Source: an optimization exercise on an open RTL-to-GDS flow (aim: small area, a short achievable clock period and few clock cycles per item). Production flows keep margins and buffers that such runs may drop.
The RTL was checked by simulation tests, not by an equivalence proof against the original design.
Power is estimated from default activity; no workload was simulated.

<file path="design/flow/design.v">
module sfu_stream #(
  parameter int LANES      = 16,
  parameter int IN_W       = 8,
  parameter int DATA_W     = 16,
  parameter int FRAC_SHIFT = 4,
  parameter int CNT_W      = 16
) (
  input  logic                    clk,
  input  logic                    rst_n,
  input  logic                    in_valid,
  output logic                    in_ready,
  input  logic [LANES*IN_W-1:0]   in_q,
  input  logic [LANES-1:0]        in_obm,
  input  logic [LANES*DATA_W-1:0] in_odelta,
  input  logic [LANES-1:0]        in_sign,
  input  logic [LANES*DATA_W-1:0] in_xprev,
  input  logic                    in_last,
  input  logic                    cfg_relu_en,
  output logic                    out_valid,
  input  logic                    out_ready,
  output logic [LANES*DATA_W-1:0] out_x,
  output logic [LANES*DATA_W-1:0] out_relu,
  output logic [LANES-1:0]        out_ovf,
  output logic [LANES-1:0]        out_sat,
  output logic                    out_last,
  output logic                    tile_done,
  input  logic                    stat_clr,
  output logic [CNT_W-1:0]        stat_outliers,
  output logic [CNT_W-1:0]        stat_err,
  output logic [CNT_W-1:0]        stat_sat
);
  localparam int XW = LANES * DATA_W;
  localparam int HW = LANES / 2;                  
  localparam int HC = $clog2(HW + 1);             
  localparam logic [IN_W-1:0] SENTINEL = {1'b1, {(IN_W-1){1'b0}}};
  logic             inFire, outFire;
  logic             valid_q, seen_q, fresh_q, counted_q, last_q, tileDone_q;
  logic [XW-1:0]    sum_q, relu_q;
  logic [LANES-1:0] ovf_q, sat_q, obm_q, errBits;
  logic [HC-1:0]    outlLo_q, outlHi_q, errLo_q, errHi_q, satLo_q, satHi_q;
  logic [CNT_W-1:0] statOutliers_q, statErr_q, statSat_q;
  logic [XW-1:0]    sum_d, relu_d, x_o;
  logic [LANES-1:0] ovf_d, sat_d;
  function automatic logic [3:0] popcount8(input logic [7:0] v);
    logic [1:0] a0, a1, a2, a3;
    logic [2:0] b0, b1;
    a0 = 2'(v[0]) + 2'(v[1]);
    a1 = 2'(v[2]) + 2'(v[3]);
    a2 = 2'(v[4]) + 2'(v[5]);
    a3 = 2'(v[6]) + 2'(v[7]);
    b0 = 3'(a0) + 3'(a1);
    b1 = 3'(a2) + 3'(a3);
    popcount8 = 4'(b0) + 4'(b1);
  endfunction
  function automatic logic [CNT_W-1:0] satAdd(input logic [CNT_W-1:0] a, input logic [HC-1:0] b,
                                              input logic [HC-1:0] c);
    logic [CNT_W:0] s;
    s = {1'b0, a} + (CNT_W+1)'(b) + (CNT_W+1)'(c);
    satAdd = s[CNT_W] ? '1 : s[CNT_W-1:0];
  endfunction
  function automatic logic [DATA_W:0] addPrefix(input logic [DATA_W-1:0] a, input logic [DATA_W-1:0] b);
    logic [DATA_W-1:0] g, p, t, ng, np;
    logic [DATA_W:0]   s;
    int j;
    g = a & b;
    p = a ^ b;
    t = p;
    for (int l = 0; l < $clog2(DATA_W); l++) begin
      ng = g;
      np = p;
      for (int i = 0; i < DATA_W; i++)
        if ((i >> l) & 1) begin
          j = ((i >> l) << l) - 1;
          ng[i] = g[i] | (p[i] & g[j]);
          np[i] = p[i] & p[j];
        end
      g = ng;
      p = np;
    end
    s[0] = t[0];
    for (int i = 1; i < DATA_W; i++) s[i] = t[i] ^ g[i-1];
    s[DATA_W] = a[DATA_W-1] ^ b[DATA_W-1] ^ g[DATA_W-1];
    addPrefix = s;
  endfunction
  assign outFire  = valid_q & out_ready & (seen_q | in_valid);
  assign in_ready = ~valid_q | out_ready;
  assign inFire   = in_valid & in_ready;
  always_comb begin
    logic [IN_W-1:0]   q;
    logic [DATA_W-1:0] xp, d, r;
    logic [DATA_W:0]   wide;
    logic              pass, qs;
    sum_d  = '0;
    relu_d = '0;
    ovf_d  = '0;
    sat_d  = '0;
    for (int i = 0; i < LANES; i++) begin
      q    = in_q[i*IN_W +: IN_W];
      xp   = in_xprev[i*DATA_W +: DATA_W];
      ovf_d[i] = (q == SENTINEL);
      qs   = q[IN_W-1] & (|q[IN_W-2:0]);
      d    = in_obm[i] ? in_odelta[i*DATA_W +: DATA_W]
                       : {{(DATA_W-IN_W-FRAC_SHIFT+1){qs}}, q[IN_W-2:0], {FRAC_SHIFT{1'b0}}};
      pass = ~cfg_relu_en | in_sign[i];
      r    = pass ? d : '0;
      wide = addPrefix(xp, r);
      sat_d[i] = wide[DATA_W] ^ wide[DATA_W-1];
      relu_d[i*DATA_W +: DATA_W] = r;
      sum_d[i*DATA_W +: DATA_W]  = wide[DATA_W-1:0];
    end
  end
  always_comb begin
    logic [DATA_W-1:0] s;
    for (int i = 0; i < LANES; i++) begin
      s = sum_q[i*DATA_W +: DATA_W];
      x_o[i*DATA_W +: DATA_W] = sat_q[i] ? {~s[DATA_W-1], {(DATA_W-1){s[DATA_W-1]}}} : s;
    end
  end
  always_ff @(posedge clk) begin
    if (inFire) begin
      sum_q     <= sum_d;
      relu_q    <= relu_d;
      ovf_q     <= ovf_d;
      sat_q     <= sat_d;
      last_q    <= in_last;
      obm_q     <= in_obm;
    end
  end
  assign errBits = ovf_q & ~obm_q;
  always_ff @(posedge clk) begin
    outlLo_q <= popcount8(obm_q[HW-1:0]);
    outlHi_q <= popcount8(obm_q[LANES-1:HW]);
    errLo_q  <= popcount8(errBits[HW-1:0]);
    errHi_q  <= popcount8(errBits[LANES-1:HW]);
    satLo_q  <= popcount8(sat_q[HW-1:0]);
    satHi_q  <= popcount8(sat_q[LANES-1:HW]);
  end
  always_ff @(posedge clk or negedge rst_n) begin
    if (!rst_n) begin
      valid_q    <= 1'b0;
      seen_q     <= 1'b0;
      fresh_q    <= 1'b0;
      counted_q  <= 1'b0;
      tileDone_q <= 1'b0;
    end else begin
      valid_q    <= inFire | (valid_q & ~outFire);
      seen_q     <= valid_q & ~outFire;
      fresh_q    <= inFire;
      counted_q  <= fresh_q;
      tileDone_q <= outFire & last_q;
    end
  end
  always_ff @(posedge clk or negedge rst_n) begin
    if (!rst_n) begin
      statOutliers_q <= '0;
      statErr_q      <= '0;
      statSat_q      <= '0;
    end else if (stat_clr) begin
      statOutliers_q <= '0;
      statErr_q      <= '0;
      statSat_q      <= '0;
    end else if (counted_q) begin
      statOutliers_q <= satAdd(statOutliers_q, outlLo_q, outlHi_q);
      statErr_q      <= satAdd(statErr_q, errLo_q, errHi_q);
      statSat_q      <= satAdd(statSat_q, satLo_q, satHi_q);
    end
  end
  assign out_valid     = valid_q & (seen_q | in_valid);
  assign out_x         = x_o;
  assign out_relu      = relu_q;
  assign out_ovf       = ovf_q;
  assign out_sat       = sat_q;
  assign out_last      = last_q;
  assign tile_done     = tileDone_q;
  assign stat_outliers = statOutliers_q;
  assign stat_err      = statErr_q;
  assign stat_sat      = statSat_q;
endmodule
</file>
<file path="design/flow/flow/run.sh">
#!/bin/bash
# The standard layout, with each port buffered by a minimum-size buffer (buf_1) instead of the
# delay buffer buffer_ports picks by default; timing repair still resizes any that need it.
set -euo pipefail
export BUFFER_PORTS_ARGS="-buffer_cell sky130_fd_sc_hd__buf_1"
bash standard.sh > standard.log 2>&1
</file>
<file path="design/flow/standard.sh">
#!/bin/bash
# synth_recipe.tcl (not shown) runs the flow's synth.tcl, then flattens the netlist and writes it again
# the make line also repeats each setting of config.mk as NAME=value (left out here)
make -C /OpenROAD-flow-scripts/flow DESIGN_CONFIG=/design/flow/config.mk WORK_HOME=/design/flow/orfs CLKGATE_MAP_FILE= SYNTH_SCRIPT=/design/flow/synth_recipe.tcl "${@:-finish}"
</file>
<file path="design/flow/config.mk">
export PLATFORM = sky130hd
export DESIGN_NAME = sfu_stream
export DESIGN_NICKNAME = sfu_stream
export VERILOG_FILES = /design/flow/design.v
export SDC_FILE = /design/flow/constraint.sdc
export NUM_CORES = 4
export LEC_CHECK = 0
export CAP_MARGIN = 20
export CORE_AREA = 5 5 365 365
export CTS_BUF_LIST = sky130_fd_sc_hd__clkbuf_4 sky130_fd_sc_hd__clkbuf_8
export CTS_CLUSTER_DIAMETER = 40
export CTS_CLUSTER_SIZE = 10
export DIE_AREA = 0 0 370 370
export GPL_ROUTABILITY_DRIVEN = 0
export SETUP_SLACK_MARGIN = 4.3
export SLEW_MARGIN = 20
</file>
<file path="design/flow/constraint.sdc">
create_clock -name core_clock -period 8.0 [get_ports {clk}]
set_input_delay 1.6000 -clock core_clock [delete_from_list [all_inputs] [get_ports {clk}]]
set_output_delay 1.6000 -clock core_clock [all_outputs]
set_load 0.01 [all_outputs]
</file>
==> results_dict.tcl, run 1 <==
set metrics [dict create \
    ys_types 68 \
    synth_top_area_share_pct 45.28 \
    r2r_slack_ps 4620 \
    grt_max_degree 146 \
    slew_viol_final 0 \
    arrival_ps 4390 \
    coreArea_mm2 0.1292 \
    grt_use_total_pct 23.55 \
    yosysWarnings 1 \
    vias 33100 \
    synth_flop_cell "edfxtp_1" \
    crit_path_start_kind "input pin" \
    path_common_cell "a21oi_2" \
    via_per_inst 5.005 \
    wl_per_cell_um 25.91 \
    worst_pin_slew_ps 995.9 \
    hold_viol 0 \
    ant_nets 0 \
    totalWireLength_mm 171.3 \
    syn_inst 3389 \
    crit_family "adder cells" \
    nets 5808 \
    async_reset_ff_share_pct 8.307 \
    rows 132 \
    htreeDepth 3 \
    path_clk_slew_ps 60 \
    crit_path_end_kind "flop" \
    status "timing/DRC/antenna clean" \
    start_util_pct 28.81 \
    path_max_fanout 6 \
    syn_nets 4441 \
    p_per_area_mw_per_mm2 225.8 \
    drive_gt1_share_pct 13.29 \
    max_slew_margin_pct 33.61 \
    r2r_cells 11 \
    tns_ps 0 \
    grt.overflow.total 0 \
    root_buffer "clkbuf_8" \
    placed_cells 6342 \
    port_buffers 1274 \
    mostFrequentLayoutCells "1,190 x buf_1, 561 x edfxtp_1, 549 x inv_1" \
    io_pins 1275 \
    max-clock-path-buffers 3 \
    antenna_found_initial 27 \
    yosysTopAreaCell "edfxtp_1" \
    leakage_nw 20.20 \
    mostFrequentLayoutCell "buf_1" \
    fin_cells 6613 \
    setup_viol_count_final 0 \
    worstSetupPathType "input pin to flop" \
    drc_errors 0 \
    rsz0062_at_grt "true" \
    grt_pass1_wl_mm 230.8 \
    dieArea_mm2 0.1369 \
    path_buf_inv 2 \
    die_h_um 370 \
    syn_area_mm2 0.03720 \
    reg2reg_to "satLo_q[2]" \
    clock_latency_ps 850 \
    syn2layout_area_growth_pct 31.13 \
    drv_cap 0 \
    crit_slowest_cell "fa_1" \
    cts_tree "yes" \
    synth-edff-count 561 \
    utilization_pct 37.78 \
    peakVddDrop_v 0.0001950 \
    drtIter0Drc 3311 \
    ys_seq_area_share_pct 50.14 \
    whs_path_depth 0 \
    min_delay_worst_endpoint "counted_q" \
    syn_area_per_cell_um2 10.98 \
    dp_hpwl_mm 143.0 \
    cts_sinks 638 \
    critPathMaxStageDelay_ps 400 \
    crit-reg2reg-launch "sat_q[1]" \
    grt_pass1_vias 32090 \
    min_from "fresh_q" \
    hold_path.class "flop to flop" \
    cts_made_buffers 119 \
    synth_area_leaders "edfxtp_1 45%, ha_1 9.1%, inv_1 5.6%" \
    timing.final.crit_share_pct 46.46 \
    fmax_ghz 0.2691 \
    required_ps 8670 \
    cp_cell_sequence "buf_1, nand2b_4, and3_4, ha_4, fa_2, a21oi_2, o21ai_1, a21oi_2, nor2_1, o21a_1, nor2_2, fa_1, inv_1" \
    dr.pass1.iters 5 \
    min_period_ps 3717 \
    die_w_um 370 \
    fin_skew_ps 52.71 \
    ys_ff_latch 638 \
]
-- state kept, by name, summed over array words and instances, names as in the netlist --
| name | cells |
|---|---|
| sat_q | 16 |
| satLo_q | 4 |
| obm_q | 16 |
| outlHi_q | 4 |
| statOutliers_q | 16 |
| counted_q | 1 |
| statSat_q | 16 |
| seen_q | 1 |
| errHi_q | 4 |
| relu_q | 256 |
| satHi_q | 4 |
| errLo_q | 4 |
| outlLo_q | 4 |
| tileDone_q | 1 |
| sum_q | 256 |
| last_q | 1 |
| statErr_q | 16 |
| valid_q | 1 |
| ovf_q | 16 |
| fresh_q | 1 |
-- cell type report --
cell class              count  area, µm²
fillers                 13140      80370
flip-flops and latches    638      18650
multi-input cells        2101      17480
repair buffers           1342       5603
well taps                1742       2180
inverters                 554       2079
clock buffers             129       1725
clock inverters            95       1042
diodes                     12      30.03
-- cell usage after synthesis (all sizes together) (9+ instances only) --
cell,n
a21boi,18
o211ai,15
dfxtp,24
nand4,21
dfrtp,53
nor2b,40
mux2i,97
edfxtp,561
a21oi,205
o21bai,26
nor2,233
o21a,16
mux2,32
and4,9
a311oi,23
and3,86
nor4,25
a211oi,26
xor2,76
a21o,27
nand2,106
a31oi,12
o21ai,298
fa,103
a41oi,9
ha,270
nand2b,30
xnor2,110
nand3,49
clkbuf,94
inv,553
nor3,59
-- per-stage QoR --
step / hold WS, ps / worst slack (ps) / area [µm²] / power (mW)
detailed placement: 337.8 / 2822 / 44950 / 7.215
CTS: 352.6 / 4150 / 48280 / 11.04
finish: 350.7 / 4283 / 48790 / 11.02
floorplan: 331.2 / 1934 / 38480 / 5.980
global route: 373.0 / 4230 / 48770 / 11.57
global placement: 333.8 / 2879 / 44950 / 7.157
-- logic make-up (layout without fill, tap and decap cells) --
group | count (synthesis) | in the layout | share of synthesized area (%)
xor gates and xnor gates | 186 | 186 | 4.379
adders and majority gates | 373 | 373 | 14.62
muxes | 129 | 129 | 3.578
other | 0 | 12 | 0
and+or+nand+nor | 675 | 675 | 8.895
AOI/OAI and AO/OA | 738 | 738 | 11.81
DFF | 638 | 638 | 50.14
buffers and inverters | 650 | 2120 | 6.578
-- timing repair --
action	in CTS	in global routing
hold buffers	0	0
buffers inserted	17	17
gates cloned	0	1
gates resized for setup	208	122
setup endpoints to repair	365	95
pin swaps	0	13
-- per-layer routing --
layer	share of wire [%]	track usage [%]	wire, µm	vias up
li1	-	-	-	14740
met4	4.1	9.297	7027	14
met5	0.055	0	94	-
met3	12	9.112	20580	300
met2	43	34.88	74090	1753
met1	41	30.97	69530	16290
-- worst max-delay path by stage --
stage	start	endpoint	slack, ps	cells after the start
CTS	sat_q[1]	out_x[28]	4150	3
floorplan	out_ready	last_q	1930	2
finish	in_sign[14]	sum_q[232]	4280	13
global route	in_sign[14]	sum_q[232]	4230	13
detailed placement	cfg_relu_en	sum_q[168]	2820	14
global placement	cfg_relu_en	sum_q[200]	2880	13
-- power by group --
| part | internal [mW] | switching (mW) | total, mW | leakage (nW) |
|---|---|---|---|---|
| clock network | 2.00 | 1.72 | 3.71 | 1.39 |
| logic | 1.08 | 1.98 | 3.06 | 12.5 |
| registers | 4.08 | 0.163 | 4.25 | 6.29 |
Testbench counts, summed over its fixed seeds: cycles 9,632, items 9,600.
==> run 2, diff against run 1 <==
--- a/design/flow/config.mk
+++ b/design/flow/config.mk
@@ -9,6 +9,4 @@
 export CORE_AREA = 5 5 365 365
 export CTS_BUF_LIST = sky130_fd_sc_hd__clkbuf_4 sky130_fd_sc_hd__clkbuf_8
-export CTS_CLUSTER_DIAMETER = 40
-export CTS_CLUSTER_SIZE = 10
 export DIE_AREA = 0 0 370 370
 export GPL_ROUTABILITY_DRIVEN = 0
==> run 2 against run 1 <==
Die area unchanged. Highest routed layer unchanged. Largest power group unchanged. Combinational power about the same. Critical endpoint is now sum_q[104]. Utilization down 0.27 points. Cell area down 0.71%.
==> results_dict.tcl, run 2 <==
set metrics [dict create \
    status "timing/DRC/antenna clean" \
    worstSetupPathType "input pin to flop" \
    synth-edff-count 561 \
    syn2layout_area_growth_pct 30.21 \
    max-clock-path-buffers 3 \
    drv_cap 0 \
    crit-reg2reg-launch "sat_q[11]" \
    reg_top3 "relu_q (256), sum_q (256)" \
    hold_viol 0 \
    grt_pass1_vias 31980 \
    hold_buffers 0 \
    hold_path.class "flop to flop" \
    dp_hpwl_mm 143.0 \
    mostFrequentLayoutCells "1,198 x buf_1, 561 x edfxtp_1, 549 x inv_1" \
    yosysTopAreaCell "edfxtp_1" \
    cp_cell_sequence "buf_8, nand2b_1, and3_4, ha_2, fa_2, nand3_1, nand2_1, a41o_1, o21a_1, nor2_1, fa_1, inv_1" \
    placed_cells 6342 \
    path_buf_inv 2 \
    p_per_area_mw_per_mm2 216.0 \
    met3_usage_pct 8.847 \
    path_max_fanout 12 \
    leakage_nw 20.06 \
    syn_area_per_cell_um2 10.98 \
    crit_slowest_cell "fa_1" \
    use_met1_pct 31.12 \
    async_reset_ff_share_pct 8.307 \
    fmax_ghz 0.2692 \
    reg2reg_to "satHi_q[2]" \
    root_buffer "clkbuf_8" \
    top_usage_layer "met2" \
    dr.pass1.iters 6 \
    fin_cells 6607 \
    ys_top_cells_by_count "561 x edfxtp_1, 553 x inv_1, 298 x o21ai_0" \
    tns_ps 0 \
    cts_made_buffers 114 \
    required_ps 8640 \
    post-synth-top-count-cell "edfxtp_1" \
    cts_tree "yes" \
    crit_family "adder cells" \
    cts_sinks 638 \
    grt_max_degree 146 \
    met2_usage_pct 35.04 \
    critPathMaxStageDelay_ps 440 \
    antenna_found_initial 30 \
    worstSetupStartpoint "cfg_relu_en" \
    grt_pass1_wl_mm 230.7 \
    arrival_ps 4360 \
    drive_gt1_share_pct 12.69 \
    r2r_cells 10 \
    synth_top_area_share_pct 45.28 \
    syn_nets 4441 \
    r2r_slack_ps 4540 \
    crit_path_end_kind "flop" \
    ant_nets 0 \
    utilization_pct 37.51 \
    syn_area_mm2 0.03720 \
    start_util_pct 28.81 \
    synth_flop_cell "edfxtp_1" \
    port_buffers 1274 \
    timing.final.crit_share_pct 46.44 \
    grt_use_total_pct 23.54 \
    wl_per_cell_um 25.92 \
    fin_skew_ps 52.13 \
    peakVddDrop_v 0.0001092 \
    ys_types 68 \
    min_from "fresh_q" \
    ys_ff_latch 638 \
    clock_latency_ps 810 \
    dieArea_mm2 0.1369 \
    worst_pin_slew_ps 998.8 \
    setup_viol_count_final 0 \
    via_per_inst 5.032 \
    grt.overflow.total 0 \
    slew_viol_final 0 \
    syn_inst 3389 \
    rsz0062_at_grt "true" \
    nets 5816 \
    whs_path_depth 0 \
    drtIter0Drc 3276 \
    die_h_um 370 \
    drc_errors 0 \
    totalWireLength_mm 171.3 \
    ys_seq_area_share_pct 50.14 \
    io_pins 1275 \
    min_period_ps 3715 \
    htreeDepth 3 \
    yosysWarnings 1 \
    mostFrequentLayoutCell "buf_1" \
    min_delay_worst_endpoint "counted_q" \
    coreArea_mm2 0.1292 \
    rows 132 \
    max_slew_margin_pct 33.42 \
    die_w_um 370 \
    crit_path_start_kind "input pin" \
    vias 33240 \
    path_clk_slew_ps 60 \
    synth_area_leaders "edfxtp_1 45%, ha_1 9.1%, inv_1 5.6%" \
]
-- run 2: cell counts after synthesis --
Identical to the previous run, type by type.
-- run 2: worst max-delay path by stage --
stage / endpoint / slack [ps] / cells after the start
floorplan: last_q / 1930 / 2
global placement: sum_q[200] / 2880 / 13
detailed placement: sum_q[168] / 2820 / 14
CTS: out_x[97] / 3990 / 3
global route: out_x[97] / 4210 / 3
finish: sum_q[104] / 4280 / 12
-- run 2: cell type report --
class | count | area, µm²
clock buffer | 158 | 1949
clock inverter | 48 | 316.6
antenna | 11 | 27.53
timing repair buffer | 1355 | 5705
sequential | 638 | 18650
multi-input combinational | 2101 | 17530
inverter | 554 | 2079
tap | 1742 | 2180
fill | 13190 | 80710
-- run 2: report_power, final --
group | switching [mW] | internal (mW) | leakage, nW | total (mW)
registers | 0.162 | 4.09 | 6.29 | 4.25
clock network | 1.48 | 1.67 | 1.20 | 3.15
logic | 1.98 | 1.08 | 12.6 | 3.07
total | 3.63 | 6.84 | 20.1 | 10.5
-- run 2: logic make-up (layout without fill, tap and decap cells) --
kind of cell	Yosys count	in the layout	share of synthesized area, %
xor+xnor	186	186	4.379
other cells	0	11	0
simple gates	675	675	8.895
buf+inv	650	2115	6.578
compound gates	738	738	11.81
flops	638	638	50.14
mux	129	129	3.578
fa+ha+maj	373	373	14.62
-- run 2: per-layer routing --
metal | part of all wire, % | vias up
met5 | 0.077 | -
met4 | 4.1 | 20
met3 | 12 | 288
met2 | 43 | 1895
met1 | 40 | 16320
li1 | - | 14720
-- run 2: repair_timing --
item,4_1_cts,5_1_grt
endpoints found under the setup margin,371,102
pin swaps,0,17
resized for setup,222,88
buffers inserted,23,24
cloned,0,1
-- run 2: through the flow --
step,setup WS [ps],hold slack (ps),area [µm²],power (mW)
after floorplan,1934,331.2,38480,5.980
after global placement,2879,333.8,44950,7.157
after detailed placement,2822,337.8,44950,7.215
after CTS,3991,350.9,47960,10.49
after global routing,4212,367.8,48430,10.99
final,4285,348.8,48440,10.46
==> run 3, diff against run 2 <==
--- a/design/flow/config.mk
+++ b/design/flow/config.mk
@@ -11,4 +11,4 @@
 export DIE_AREA = 0 0 370 370
 export GPL_ROUTABILITY_DRIVEN = 0
-export SETUP_SLACK_MARGIN = 4.3
+export SETUP_SLACK_MARGIN = 4.4
 export SLEW_MARGIN = 20
==> run 3 against run 2 <==
Worst hold slack about the same. Clock power about the same. Power up 1.4%. Synthesized cell count unchanged. Flip-flop and latch count unchanged. Cell count up 0.54%. Largest power group unchanged.
==> results_dict.tcl, run 3 <==
set metrics [dict create \
    max-clock-path-buffers 3 \
    die_w_um 370 \
    grt_pass1_vias 32130 \
    hold_path.class "flop to flop" \
    final.setup.worst_slack_ps 4344 \
    mostFrequentLayoutCell "buf_1" \
    wl_per_cell_um 26.08 \
    rows 132 \
    drv_cap 0 \
    critPathMaxStageDelay_ps 400 \
    timing.final.crit_share_pct 45.70 \
    ys_types 68 \
    synth-edff-count 561 \
    syn_inst 3389 \
    vias 33300 \
    drtIter0Drc 3340 \
    status "timing/DRC/antenna clean" \
    leakage_nw 20.69 \
    worstSetupStartpoint "in_obm[13]" \
    ys_ff_latch 638 \
    dpl_cell_area_mm2 0.04495 \
    io_pins 1275 \
    tns_ps 0 \
    dr.pass1.iters 6 \
    power.internal_mw 6.934 \
    met3_length_mm 20.67 \
    min_from "fresh_q" \
    crit_slowest_cell "mux2_2" \
    path_max_fanout 18 \
    fin_skew_ps 54.07 \
    syn_nets 4441 \
    worst_pin_slew_ps 1017 \
    utilization_pct 38.36 \
    yosysTopAreaCell "edfxtp_1" \
    cts_tree "yes" \
    grt_max_degree 146 \
    hold_viol 0 \
    wl_met1_mm 70.41 \
    post-synth-top-count-cell "edfxtp_1" \
    htreeDepth 3 \
    arrival_ps 4230 \
    drc_errors 0 \
    coreArea_mm2 0.1292 \
    synth_area_leaders "edfxtp_1 45%, ha_1 9.1%, inv_1 5.6%" \
    dr.max_layer_used "met5" \
    start_util_pct 28.81 \
    synth_flop_cell "edfxtp_1" \
    dp_hpwl_mm 143.0 \
    syn2layout_area_growth_pct 33.17 \
    crit_path_start_kind "input pin" \
    p_per_area_mw_per_mm2 214.2 \
    synth_top_area_share_pct 45.28 \
    max_slew_margin_pct 32.18 \
    ys_seq_area_share_pct 50.14 \
    setup_viol_count_final 0 \
    reg_top3 "relu_q (256), sum_q (256)" \
    fmax_ghz 0.2735 \
    rsz0062_at_grt "true" \
    dieArea_mm2 0.1369 \
    path_buf_inv 2 \
    port_buffers 1274 \
    root_buffer "clkbuf_8" \
    dp_slack_ps 2822 \
    syn_area_mm2 0.03720 \
    p_total_mw 10.61 \
    crit-reg2reg-launch "sat_q[11]" \
    grt.overflow.total 0 \
    grt_pass1_wl_mm 232.6 \
    totalWireLength_mm 173.3 \
    crit_path_end_kind "flop" \
    grt_use_total_pct 23.76 \
    wl_met2_mm 75.29 \
    ys_top_cells_by_count "561 x edfxtp_1, 553 x inv_1, 298 x o21ai_0" \
    required_ps 8570 \
    nets 5851 \
    pwr-share-seq_pct 40.1 \
    syn_area_per_cell_um2 10.98 \
    antenna_found_initial 25 \
    via_per_inst 5.012 \
    switchingPower_mw 3.677 \
    clock_latency_ps 820 \
    cts_sinks 638 \
    slew_viol_final 0 \
    crit_family "compound AO/OA/AOI/OAI gates" \
    peakVddDrop_v 0.0001099 \
    power_frac_comb_pct 30.3 \
    hold_buffers 0 \
    yosysWarnings 1 \
    p_clk_share_pct 29.7 \
    cts_made_buffers 114 \
    die_h_um 370 \
    ant_nets 0 \
    swShare_pct 34.65 \
    mostFrequentLayoutCells "1,119 x buf_1, 561 x edfxtp_1, 548 x inv_1" \
    min_period_ps 3656 \
    drive_gt1_share_pct 15.93 \
    cp_cell_sequence "buf_2, mux2_2, nand2_2, inv_1, ha_1, o21ai_1, nor2_1, o41a_1, a311o_1, a21oi_2, mux2_4" \
    path_clk_slew_ps 60 \
    post-route-cell-area_mm2 0.04955 \
    async_reset_ff_share_pct 8.307 \
    worstSetupPathType "input pin to flop" \
]
-- run 3: cell count changes in the layout (fill, tap and decap cells not counted), moves of 8 or more --
| cell | previous run | this run |
|---|---|---|
| buf_6 | 8 | 42 |
| buf_12 | 6 | 14 |
| o21ai_1 | 35 | 74 |
| buf_4 | 91 | 100 |
| buf_1 | 1198 | 1119 |
| o21ai_0 | 224 | 153 |
| o21ai_2 | 27 | 51 |
| o21ai_4 | 12 | 20 |
| buf_2 | 42 | 70 |
| clkbuf_2 | 4 | 26 |
-- run 3: worst reg2reg max path, stage by stage, from the launching register on --
cell	delay, ps
edfxtp_1	480
buf_6	190
buf_6	130
buf_4	130
fa_1	440
inv_2	170
fa_1	480
fa_1	490
inv_1	40
ha_1	210
fa_1	440
xor2_1	150
-- run 3: layout make-up --
type / count / area, µm²
Clock inverter: 48 / 316.6
Tap cell: 1742 / 2180
Timing Repair Buffer: 1386 / 6370
Multi-Input combinational cell: 2105 / 17970
Clock buffer: 158 / 1949
Antenna cell: 12 / 30.03
Sequential cell: 638 / 18650
Inverter: 554 / 2079
Fill cell: 13070 / 79610
-- run 3: layer usage --
layer  global-route usage, %  vias to the layer above
li1                        -                    14810
met1                   31.40                    16370
met2                   35.29                     1813
met3                   9.008                      285
met4                   9.141                       18
met5                       0                        -
-- run 3: cells by family after synthesis --
logic type | count (synthesis) | synth area share, %
and+or+nand+nor | 675 | 8.895
AOI/OAI and AO/OA | 738 | 11.81
adders and majority gates | 373 | 14.62
xor gates and xnor gates | 186 | 4.379
buffers and inverters | 650 | 6.578
DFF | 638 | 50.14
muxes | 129 | 3.578
-- run 3: path summary, 6_finish.rpt --
check                      depth (start not counted)  slack [ps]            end
max                                               11        4340      sat_q[13]
min                                                0         350      counted_q
max reg2reg                                       11        4540     satHi_q[2]
max in group asynchronous                          2        6580   statErr_q[2]
min reg2reg                                        0         350      counted_q
min in group asynchronous                          2         960  statErr_q[14]
-- run 3: stage by stage --
| step | cells | hold slack (ps) |
|---|---|---|
| 3_5_place_dp | 6342 | 337.8 |
| 5_1_grt | 6636 | 367.8 |
| 2_1_floorplan | 3389 | 331.2 |
| 6_report | 6643 | 348.8 |
| 3_3_place_gp | 6342 | 333.8 |
| 4_1_cts | 6592 | 350.9 |
-- run 3: power groups by stage --
stage               clock [mW]  sequential [mW]  combinational, mW
floorplan                    0             4.33               1.65
global placement             0             4.33               2.83
detailed placement           0             4.34               2.88
CTS                       3.23             4.25               3.09
global route              3.37             4.27               3.50
finish                    3.15             4.25               3.21
-- run 3: what timing repair did --
item | 4_1_cts | 5_1_grt
setup endpoints to repair | 419 | 155
setup buffers | 38 | 35
hold endpoints to repair | 0 | 0
resized for setup | 418 | 211
pin swaps | 6 | 36
cloned | 6 | 4
==> run 4, diff against run 3 <==
--- a/design/flow/config.mk
+++ b/design/flow/config.mk
@@ -11,4 +11,4 @@
 export DIE_AREA = 0 0 370 370
 export GPL_ROUTABILITY_DRIVEN = 0
-export SETUP_SLACK_MARGIN = 4.4
+export SETUP_SLACK_MARGIN = 4.2
 export SLEW_MARGIN = 20
==> run 4 against run 3 <==
Still clean. Critical path depth did not move. Via count shrank 1.0%. First-iteration DRC count fell by 4.1%. Utilization decreased by 1.4 points. Clock skew rose by 19 ps. Clock power grew 3%. Cell count shrank 1.0%. Power fell by 1.6%. Largest cell class unchanged. Largest power group unchanged.
==> results_dict.tcl, run 4 <==
set metrics [dict create \
    p_per_area_mw_per_mm2 218.5 \
    totalWireLength_mm 171.1 \
    crit_slowest_cell "fa_2" \
    yosysTopAreaCell "edfxtp_1" \
    path_max_fanout 6 \
    ys_types 68 \
    tns_ps 0 \
    syn_area_per_cell_um2 10.98 \
    syn_area_mm2 0.03720 \
    final.setup.worst_slack_ps 4196 \
    status "timing/DRC/antenna clean" \
    antenna_found_initial 37 \
    rsz0062_at_grt "true" \
    fmax_ghz 0.2629 \
    met2_usage_pct 35.17 \
    io_pins 1275 \
    timing.final.crit_share_pct 47.55 \
    cp_cell_sequence "buf_1, nand2b_2, and3_4, ha_4, fa_2, a21oi_4, o211ai_1, o2111ai_1, o211ai_1, a41oi_2, mux2_4" \
    worst_pin_slew_ps 1091 \
    synth-edff-count 561 \
    cts_made_buffers 116 \
    crit_family "compound AO/OA/AOI/OAI gates" \
    drc_errors 0 \
    leakage_nw 19.74 \
    grt.overflow.total 0 \
    p_total_mw 10.44 \
    ys_seq_area_share_pct 50.14 \
    use_met1_pct 31.95 \
    htreeDepth 3 \
    synth_area_leaders "edfxtp_1 45%, ha_1 9.1%, inv_1 5.6%" \
    synthMuxAreaShare_pct 3.578 \
    synthAdderAreaFrac_pct 14.62 \
    synth_top_area_share_pct 45.28 \
    synth_compound_area_share_pct 11.81 \
    grt_max_degree 166 \
    grt_pass1_vias 31360 \
    mostFrequentLayoutCell "buf_1" \
    critPathMaxStageDelay_ps 410 \
    drive_gt1_share_pct 11.13 \
    top_usage_layer "met2" \
    mostFrequentLayoutCells "1,215 x buf_1, 561 x edfxtp_1, 549 x inv_1" \
    wl_per_cell_um 26.03 \
    synth_flop_cell "edfxtp_1" \
    coreArea_mm2 0.1292 \
    ant_nets 0 \
    reg_top3 "relu_q (256), sum_q (256)" \
    syn_inst 3389 \
    required_ps 8590 \
    drv_cap 0 \
    ys_ff_latch 638 \
    yosysWarnings 1 \
    rows 132 \
    nets 5777 \
    crit_path_end_kind "flop" \
    dp_hpwl_mm 142.4 \
    cts_tree "yes" \
    post-synth-top-count-cell "edfxtp_1" \
    drtIter0Drc 3203 \
    syn_nets 4441 \
    via_per_inst 5.013 \
    whs_ps 349.9 \
    root_buffer "clkbuf_8" \
    path_buf_inv 1 \
    dp_slack_ps 2713 \
    die_h_um 370 \
    synthXorXnorAreaFrac_pct 4.379 \
    synth_top_family_by_area "adder cells" \
    clock_latency_ps 840 \
    peakVddDrop_v 0.0001262 \
    setup_viol_count_final 0 \
    crit_path_start_kind "input pin" \
    hold_path.class "flop to flop" \
    arrival_ps 4390 \
    path_clk_slew_ps 60 \
    synthSimpleGateAreaFrac_pct 8.895 \
    cts_sinks 638 \
    path_common_cell "o211ai_1" \
    vias 32960 \
    hold_viol 0 \
    syn2layout_area_growth_pct 28.47 \
    die_w_um 370 \
    dieArea_mm2 0.1369 \
    fin_skew_ps 73.52 \
    dr.pass1.iters 5 \
    r2r_slack_ps 4530 \
    port_buffers 1274 \
    max_slew_margin_pct 27.29 \
    slew_viol_final 0 \
    min_period_ps 3804 \
    met3_usage_pct 8.421 \
    async_reset_ff_share_pct 8.307 \
    worstSetupPathType "input pin to flop" \
    max-clock-path-buffers 3 \
    grt_use_total_pct 23.51 \
    ys_top_cells_by_count "561 x edfxtp_1, 553 x inv_1, 298 x o21ai_0" \
    start_util_pct 28.81 \
    grt_pass1_wl_mm 230.5 \
]
-- run 4: timing repair --
| action | 4_1_cts | 5_1_grt |
|---|---|---|
| setup buffers | 15 | 3 |
| setup endpoints to repair | 325 | 52 |
| resized for setup | 142 | 57 |
| pin swaps | 0 | 2 |
| hold buffers | 0 | 0 |
| cloned | 0 | 1 |
-- run 4: worst paths after layout --
path | from | cells after the start | endpoint
min in group asynchronous | rst_n | 2 | statErr_q[7]
hold reg to reg | fresh_q | 0 | counted_q
setup reg to reg | sat_q[1] | 10 | satLo_q[2]
setup / recovery | in_sign[14] | 11 | sat_q[14]
max in group asynchronous | rst_n | 2 | statSat_q[9]
hold / removal | fresh_q | 0 | counted_q
-- run 4: layout make-up --
cell class,instances,area [µm²]
Antenna cell,15,37.54
Timing Repair Buffer,1314,5253
Clock inverter,51,382.9
Fill cell,13180,81360
Tap cell,1742,2180
Sequential cell,638,18650
Inverter,554,2079
Clock buffer,159,1951
Multi-Input combinational cell,2101,17260
-- run 4: kinds of logic (layout without fill, tap and decap cells) --
| kind of cell | Yosys count | in the layout |
|---|---|---|
| other | 0 | 15 |
| adder cells (fa/ha/maj) | 373 | 373 |
| XOR/XNOR | 186 | 186 |
| AO/OA/AOI/OAI | 738 | 738 |
| multiplexers | 129 | 129 |
| flip-flops | 638 | 638 |
| buffers and inverters | 650 | 2078 |
| AND/OR/NAND/NOR | 675 | 675 |
-- run 4: metrics by stage --
| step | utilization [%] | std cells | area [µm²] |
|---|---|---|---|
| detailed placement | 34.74 | 6330 | 44860 |
| CTS | 36.85 | 6555 | 47590 |
| global placement | 34.74 | 6330 | 44860 |
| global route | 36.99 | 6563 | 47770 |
| finish | 37.01 | 6574 | 47800 |
| floorplan | - | 3389 | 38480 |
-- run 4: power breakdown --
part	switching, mW	internal (mW)	total [mW]
registers	0.160	4.09	4.25
clock network	1.52	1.71	3.24
logic	1.94	1.02	2.96
-- run 4: worst reg2reg max path: cells and delay by family (launching register included) --
kind | cells | cell delay (ps)
XOR/XNOR | 1 | 140
buffers and inverters | 4 | 530
adder cells (fa/ha/maj) | 5 | 2180
flip-flops | 1 | 450
-- run 4: per-layer routing --
metal  part of all wire [%]  up-vias  routed length (µm)
li1                       -    14660                   -
met1                     42    16270               71160
met2                     43     1735               74200
met3                     12      272               20280
met4                    3.1       26                5289
met5                   0.10        -                 178
==> run 5, diff against run 4 <==
--- a/design/flow/config.mk
+++ b/design/flow/config.mk
@@ -8,7 +8,6 @@
 export CAP_MARGIN = 20
 export CORE_AREA = 5 5 365 365
-export CTS_BUF_LIST = sky130_fd_sc_hd__clkbuf_4 sky130_fd_sc_hd__clkbuf_8
+export CTS_BUF_LIST = sky130_fd_sc_hd__clkbuf_2 sky130_fd_sc_hd__clkbuf_4
 export DIE_AREA = 0 0 370 370
-export GPL_ROUTABILITY_DRIVEN = 0
-export SETUP_SLACK_MARGIN = 4.2
+export SETUP_SLACK_MARGIN = 4.3
 export SLEW_MARGIN = 20
==> run 5 against run 4 <==
Still clean on timing, DRC and antenna. Global-route usage increased by 1.3 points. Setup slack lost 130 ps. Cell area is 11% higher. Die area stayed put. Critical path type is now flop to output port. Largest cell class is now multi-input gates.
==> results_dict.tcl, run 5 <==
set metrics [dict create \
    p_total_mw 11.05 \
    path_max_fanout 8 \
    worstSetupPathType "flop to output port" \
    post-synth-top-count-cell "edfxtp_1" \
    fin_cells 6854 \
    synth_area_leaders "edfxtp_1 45%, ha_1 9.1%, inv_1 5.6%" \
    hold_buffers 0 \
    nets 6004 \
    start_util_pct 28.81 \
    wl_per_cell_um 26.12 \
    rows 132 \
    drtIter0Drc 2861 \
    gp_congestion 0.9921 \
    synth_flop_cell "edfxtp_1" \
    io_pins 1275 \
    antenna_found_initial 23 \
    mostFrequentLayoutCell "buf_1" \
    dp_hpwl_mm 145.1 \
    swShare_pct 35.17 \
    port_buffers 1274 \
    ant_nets 0 \
    cts_tree "yes" \
    rsz0062_at_grt "true" \
    arrival_ps 2330 \
    crit_path_end "out_x[188]" \
    leakage_nw 22.38 \
    clock_latency_ps 1150 \
    crit_path_start_kind "flop" \
    worstSetupStartpoint "sat_q[11]" \
    required_ps 6400 \
    fmax_ghz 0.2543 \
    syn_nets 4441 \
    coreArea_mm2 0.1292 \
    max-clock-path-buffers 3 \
    hold_path.class "flop to flop" \
    syn_inst 3389 \
    dieArea_mm2 0.1369 \
    grt_pass1_vias 33190 \
    power.internal_mw 7.162 \
    drv_cap 0 \
    placed_cells 6338 \
    peakVddDrop_v 0.0001236 \
    ys_seq_area_share_pct 50.14 \
    yosysWarnings 1 \
    path_clk_slew_ps 70 \
    whs_ps 353.8 \
    p_per_area_mw_per_mm2 208.3 \
    synth_top_area_share_pct 45.28 \
    totalWireLength_mm 179.0 \
    reg_top3 "relu_q (256), sum_q (256)" \
    grt_use_total_pct 24.81 \
    pwr-share-seq_pct 38.4 \
    ys_top_cells_by_count "561 x edfxtp_1, 553 x inv_1, 298 x o21ai_0" \
    syn_area_per_cell_um2 10.98 \
    ys_ff_latch 638 \
    r2r_slack_ps 4340 \
    cts_made_buffers 184 \
    drive_gt1_share_pct 23.66 \
    dr.pass1.iters 6 \
    grt_pass1_wl_mm 241.9 \
    cts_sinks 638 \
    htreeDepth 4 \
    max_slew_margin_pct 23.11 \
    die_w_um 370 \
    power_frac_comb_pct 33.5 \
    slew_viol_final 0 \
    yosysTopAreaCell "edfxtp_1" \
    ys_types 68 \
    timing.final.crit_share_pct 49.16 \
    setup_viol_count_final 0 \
    drc_errors 0 \
    nFillCells 12690 \
    p_clk_share_pct 28.1 \
    grt.overflow.total 0 \
    tns_ps 0 \
    die_h_um 370 \
    status "timing/DRC/antenna clean" \
    async_reset_ff_share_pct 8.307 \
    r2r_cells 13 \
    syn_area_mm2 0.03720 \
    reg2reg_to "satLo_q[2]" \
    crit-reg2reg-launch "sat_q[0]" \
    root_buffer "clkbuf_4" \
    hold_viol 0 \
    switchingPower_mw 3.886 \
    vias 33820 \
    min_period_ps 3933 \
    worst_pin_slew_ps 1143 \
    mostFrequentLayoutCells "989 x buf_1, 561 x edfxtp_1, 548 x inv_1" \
    synth-edff-count 561 \
    via_per_inst 4.934 \
    syn2layout_area_growth_pct 42.58 \
    crit_path_end_kind "output port" \
    fin_skew_ps 91.77 \
    utilization_pct 41.07 \
    grt_max_degree 153 \
]
==> run 5: changes by cell type in the layout (fill, tap and decap cells not counted), moves of 14 or more <==
cell and delta:
o21ai_1 +14, buf_6 +196, clkbuf_8 -121, o21ai_2 +84, nand2_8 +30, buf_12 +29, o21ai_0 -190, clkbuf_4 +232
o21ai_4 +92, buf_1 -226, buf_2 +63, buf_8 +18, buf_4 +52
==> run 5: how the worst min path moves through the flow <==
stage,end,depth (start not counted),slack (ps),startpoint
2_1_floorplan,counted_q,0,330,fresh_q
3_3_place_gp,counted_q,0,330,fresh_q
3_5_place_dp,counted_q,0,340,fresh_q
4_1_cts,counted_q,0,360,fresh_q
5_1_grt,counted_q,0,360,fresh_q
6_report,counted_q,0,350,fresh_q
==> run 5: timing repair <==
action / CTS / global route
gates resized for setup: 1018 / 303
setup buffers: 106 / 25
pin swaps: 64 / 42
cloned: 29 / 10
endpoints found under the setup margin: 293 / 281
==> run 5: logic make-up (layout without fill, tap and decap cells) <==
logic type                 count (synthesis)  count (layout)  synth area share (%)
adders and majority gates                373             373                 14.62
buffers and inverters                    650            2338                 6.578
other                                      0              19                     0
AOI/OAI and AO/OA                        738             738                 11.81
xor gates and xnor gates                 186             186                 4.379
and+or+nand+nor                          675             691                 8.895
DFF                                      638             638                 50.14
muxes                                    129             129                 3.578
==> run 5: power by group through the flow <==
stage	Combinational, mW	Sequential [mW]	Clock, mW
after floorplan	1.65	4.33	0
after global placement	2.82	4.34	0
after CTS	3.48	4.24	3.21
after global routing	3.99	4.27	3.40
after detailed placement	2.87	4.34	0
final	3.70	4.24	3.11
==> run 5: stage by stage <==
stage               worst slack (ps)  cell area, µm²
CTS                             3932           51410
global route                    3879           53040
detailed placement              2739           44930
global placement                2786           44920
floorplan                       1934           38480
finish                          4067           53050
==> run 5: critical path, stage by stage (launching register included) <==
cell	delay, ps
edfxtp_1	540
buf_6	200
nand2_8	80
o21ai_1	130
buf_4	220
==> run 5: cell type report <==
class	instances	area, µm²	area share [%]
Tap cell	1742	2180	4.109
Antenna cell	19	47.55	0.08963
Sequential cell	638	18650	35.16
Clock inverter	55	267.8	0.5048
Inverter	554	2079	3.920
Timing Repair Buffer	1457	8584	16.18
Clock buffer	272	2042	3.849
Multi-Input combinational cell	2117	19190	36.18
==> run 5: per-layer routing <==
metal,track usage [%],vias to the layer above,wire (µm)
li1,-,15280,-
met1,32.13,16660,72770
met2,38.90,1604,81330
met3,9.240,266,19540
met4,7.198,10,5327
met5,0,-,68
==> run 6, diff against run 5 <==
==> design/flow/config.mk (replaced) <==
export PLATFORM = sky130hd
export DESIGN_NAME = sfu_stream
export DESIGN_NICKNAME = sfu_stream
export VERILOG_FILES = /design/flow/design.v
export SDC_FILE = /design/flow/constraint.sdc
export NUM_CORES = 4
export LEC_CHECK = 0
export CAP_MARGIN = 20
export CORE_AREA = 5 5 355 355
export DIE_AREA = 0 0 360 360
export PLACE_DENSITY = 0.75
export SETUP_SLACK_MARGIN = 4.3
export SLEW_MARGIN = 20
==> run 6 against run 5 <==
Synthesized cell count unchanged. Power increased by 1.7%. Critical path depth increased by 9. Clock power increased by about 20%. Utilization about the same. Combinational power decreased by 12%. Critical path type is now input pin to flop. Non-clock buffer count decreased by 12. Setup slack improved by 27 ps. Highest routed layer unchanged.
==> results_dict.tcl, run 6 <==
set metrics [dict create \
    vias 33930 \
    die_h_um 360 \
    synth_top_area_share_pct 45.28 \
    timing.final.crit_share_pct 48.82 \
    dr.max_layer_used "met5" \
    fmax_ghz 0.2560 \
    syn_inst 3389 \
    coreArea_mm2 0.1217 \
    gp_congestion 1.056 \
    grt_max_degree 135 \
    wl_met1_mm 75.99 \
    drv_cap 0 \
    syn_area_mm2 0.03720 \
    htreeDepth 3 \
    critPathMaxStageDelay_ps 420 \
    crit_slowest_cell "mux2_2" \
    worst_pin_slew_ps 886.4 \
    path_clk_slew_ps 50 \
    rsz0062_at_grt "true" \
    dp_hpwl_mm 157.7 \
    min_from "fresh_q" \
    yosysWarnings 1 \
    synth-edff-count 561 \
    yosysTopAreaCell "edfxtp_1" \
    grt_use_total_pct 27.58 \
    met3_length_mm 24.31 \
    async_reset_ff_share_pct 8.307 \
    totalWireLength_mm 189.4 \
    status "timing/DRC/antenna clean" \
    grt_pass1_vias 32650 \
    io_pins 1275 \
    syn_nets 4441 \
    mostFrequentLayoutCell "buf_1" \
    ys_seq_area_share_pct 50.14 \
    ant_nets 0 \
    p_per_area_mw_per_mm2 225.1 \
    grt.overflow.total 0 \
    synth_flop_cell "edfxtp_1" \
    syn_area_per_cell_um2 10.98 \
    die_w_um 360 \
    slew_viol_final 0 \
    wl_met2_mm 80.97 \
    crit_path_end_kind "flop" \
    post-synth-top-count-cell "edfxtp_1" \
    leakage_nw 20.67 \
    min_period_ps 3906 \
    cts_sinks 638 \
    antenna_found_initial 40 \
    port_buffers 1274 \
    ys_top_cells_by_count "561 x edfxtp_1, 553 x inv_1, 298 x o21ai_0" \
    p_total_mw 11.24 \
    crit-reg2reg-launch "obm_q[11]" \
    mostFrequentLayoutCells "1,217 x buf_1, 561 x edfxtp_1, 548 x inv_1" \
    peakVddDrop_v 0.0001572 \
    tns_ps 0 \
    cp_cell_sequence "buf_6, buf_12, mux2_2, nand2_2, inv_1, ha_1, a211oi_2, nor2_1, o41ai_2, buf_4, a2bb2oi_4, o221ai_4, mux2_4" \
    setup_viol_count_final 0 \
    via_per_inst 5.196 \
    clock_latency_ps 680 \
    reg_top3 "relu_q (256), sum_q (256)" \
    max_slew_margin_pct 40.91 \
    fin_skew_ps 29.30 \
    synth_area_leaders "edfxtp_1 45%, ha_1 9.1%, inv_1 5.6%" \
    ys_types 68 \
    dr.pass1.iters 6 \
    dieArea_mm2 0.1296 \
    path_max_fanout 12 \
    syn2layout_area_growth_pct 34.21 \
    rows 128 \
    drtIter0Drc 3757 \
    wl_per_cell_um 29.01 \
    hold_path.class "flop to flop" \
    worstSetupStartpoint "in_obm[12]" \
    cts_tree "yes" \
    hold_viol 0 \
    required_ps 8420 \
    worstSetupPathType "input pin to flop" \
    nets 5871 \
    drive_gt1_share_pct 14.15 \
    crit_path_start_kind "input pin" \
    drc_errors 0 \
    ys_ff_latch 638 \
    grt_pass1_wl_mm 254.0 \
    arrival_ps 4330 \
    max-clock-path-buffers 3 \
    root_buffer "clkbuf_16" \
    start_util_pct 30.57 \
    cts_made_buffers 79 \
]
## run 6: logic make-up (layout without fill, tap and decap cells)
logic type                 count (synthesis)  count (layout)  synth area share, %
other                                      0              23                    0
muxes                                    129             129                3.578
xor gates and xnor gates                 186             186                4.379
buffers and inverters                    650            2144                6.578
adders and majority gates                373             373                14.62
DFF                                      638             638                50.14
and+or+nand+nor                          675             675                8.895
AOI/OAI and AO/OA                        738             738                11.81
## run 6: worst paths after layout
check | slack, ps | depth (start not counted) | end
max reg2reg | 4620 | 8 | errHi_q[2]
min reg2reg | 350 | 0 | counted_q
min in group asynchronous | 1080 | 2 | statErr_q[15]
min | 350 | 0 | counted_q
max | 4090 | 13 | sat_q[12]
max in group asynchronous | 6360 | 2 | statSat_q[9]
## run 6: repair_timing
item / in CTS / in global routing
resized for setup: 183 / 193
pin swaps: 40 / 97
setup endpoints to repair: 417 / 132
setup buffers: 60 / 81
hold buffers: 0 / 0
cloned: 1 / 1
## run 6: cell type report
class,instances,area (µm²)
Multi-Input combinational cell,2101,17980
Fill cell,11930,71780
Sequential cell,638,18650
Antenna cell,23,57.56
Inverter,554,2079
Tap cell,1625,2033
Clock buffer,95,2058
Clock inverter,50,600.6
Timing Repair Buffer,1445,6475
## run 6: power by group
| part | total [mW] | switching [mW] | internal, mW |
|---|---|---|---|
| clock | 3.73 | 1.57 | 2.15 |
| combinational | 3.26 | 2.11 | 1.15 |
| sequential | 4.25 | 0.170 | 4.08 |
## run 6: critical path: cells and delay by family
kind | cells | cell delay (ps)
muxes | 2 | 730
buffers and inverters | 4 | 590
AOI/OAI and AO/OA | 4 | 920
and+or+nand+nor | 2 | 210
adders and majority gates | 1 | 230
## run 6: metrics by stage
step / hold WS (ps) / instance area (µm²) / std cells / worst slack (ps) / util (%)
floorplan: 331.2 / 38480 / 3389 / 1934 / -
global placement: 332.0 / 44820 / 6220 / 2610 / 36.82
detailed placement: 335.5 / 44820 / 6220 / 2581 / 36.82
CTS: 347.6 / 48460 / 6426 / 4202 / 39.81
global route: 362.6 / 49900 / 6516 / 4115 / 40.99
finish: 346.2 / 49930 / 6531 / 4094 / 41.02
## run 6: metal layers
metal / global-route usage [%] / vias to the layer above
li1: - / 14850
met1: 36.40 / 16730
met2: 40.33 / 1982
met3: 11.81 / 355
met4: 10.15 / 22
met5: 0 / -

-- re-timing with driven ports --
In the flow no input, the clock included, has a driving cell. The finished layouts below were timed again as built, in two steps.
Step 1: set_driving_cell puts a clkbuf_16 on clk and a buf_2 on each other input, an assumption about the parent block.
Step 2 times the ports against the registers' clock, not the clock port: input delays grow and output delays shrink by t, the midpoint of the rising clock arrivals with the driver on.
a / b / c = ideal / step 1 / step 2; a / b = the first two.
run | t, ns | setup WS [ns] | worst setup path after step 2 | worst slew at a driven data input, ns | pins driven straight from the clock port
run 1 | 0.891 | 4.283 / 4.078 / 3.187 | input to register | 0.31 | 1
run 2 | 0.861 | 4.285 / 4.106 / 3.245 | input to register | 0.27 | 1
run 3 | 0.863 | 4.344 / 4.123 / 3.260 | input to register | 0.32 | 1
run 4 | 0.873 | 4.196 / 4.129 / 3.256 | input to register | 0.25 | 1
run 5 | 1.176 | 4.067 / 4.000 / 3.096 | input to register | 0.27 | 1
run 6 | 0.740 | 4.094 / 3.964 / 3.224 | input to register | 0.34 | 1
After both steps every run listed still meets setup and hold. The setup slack of run 1, which loses most, moves by -0.205 ns with the drivers and by -1.096 ns with both steps.
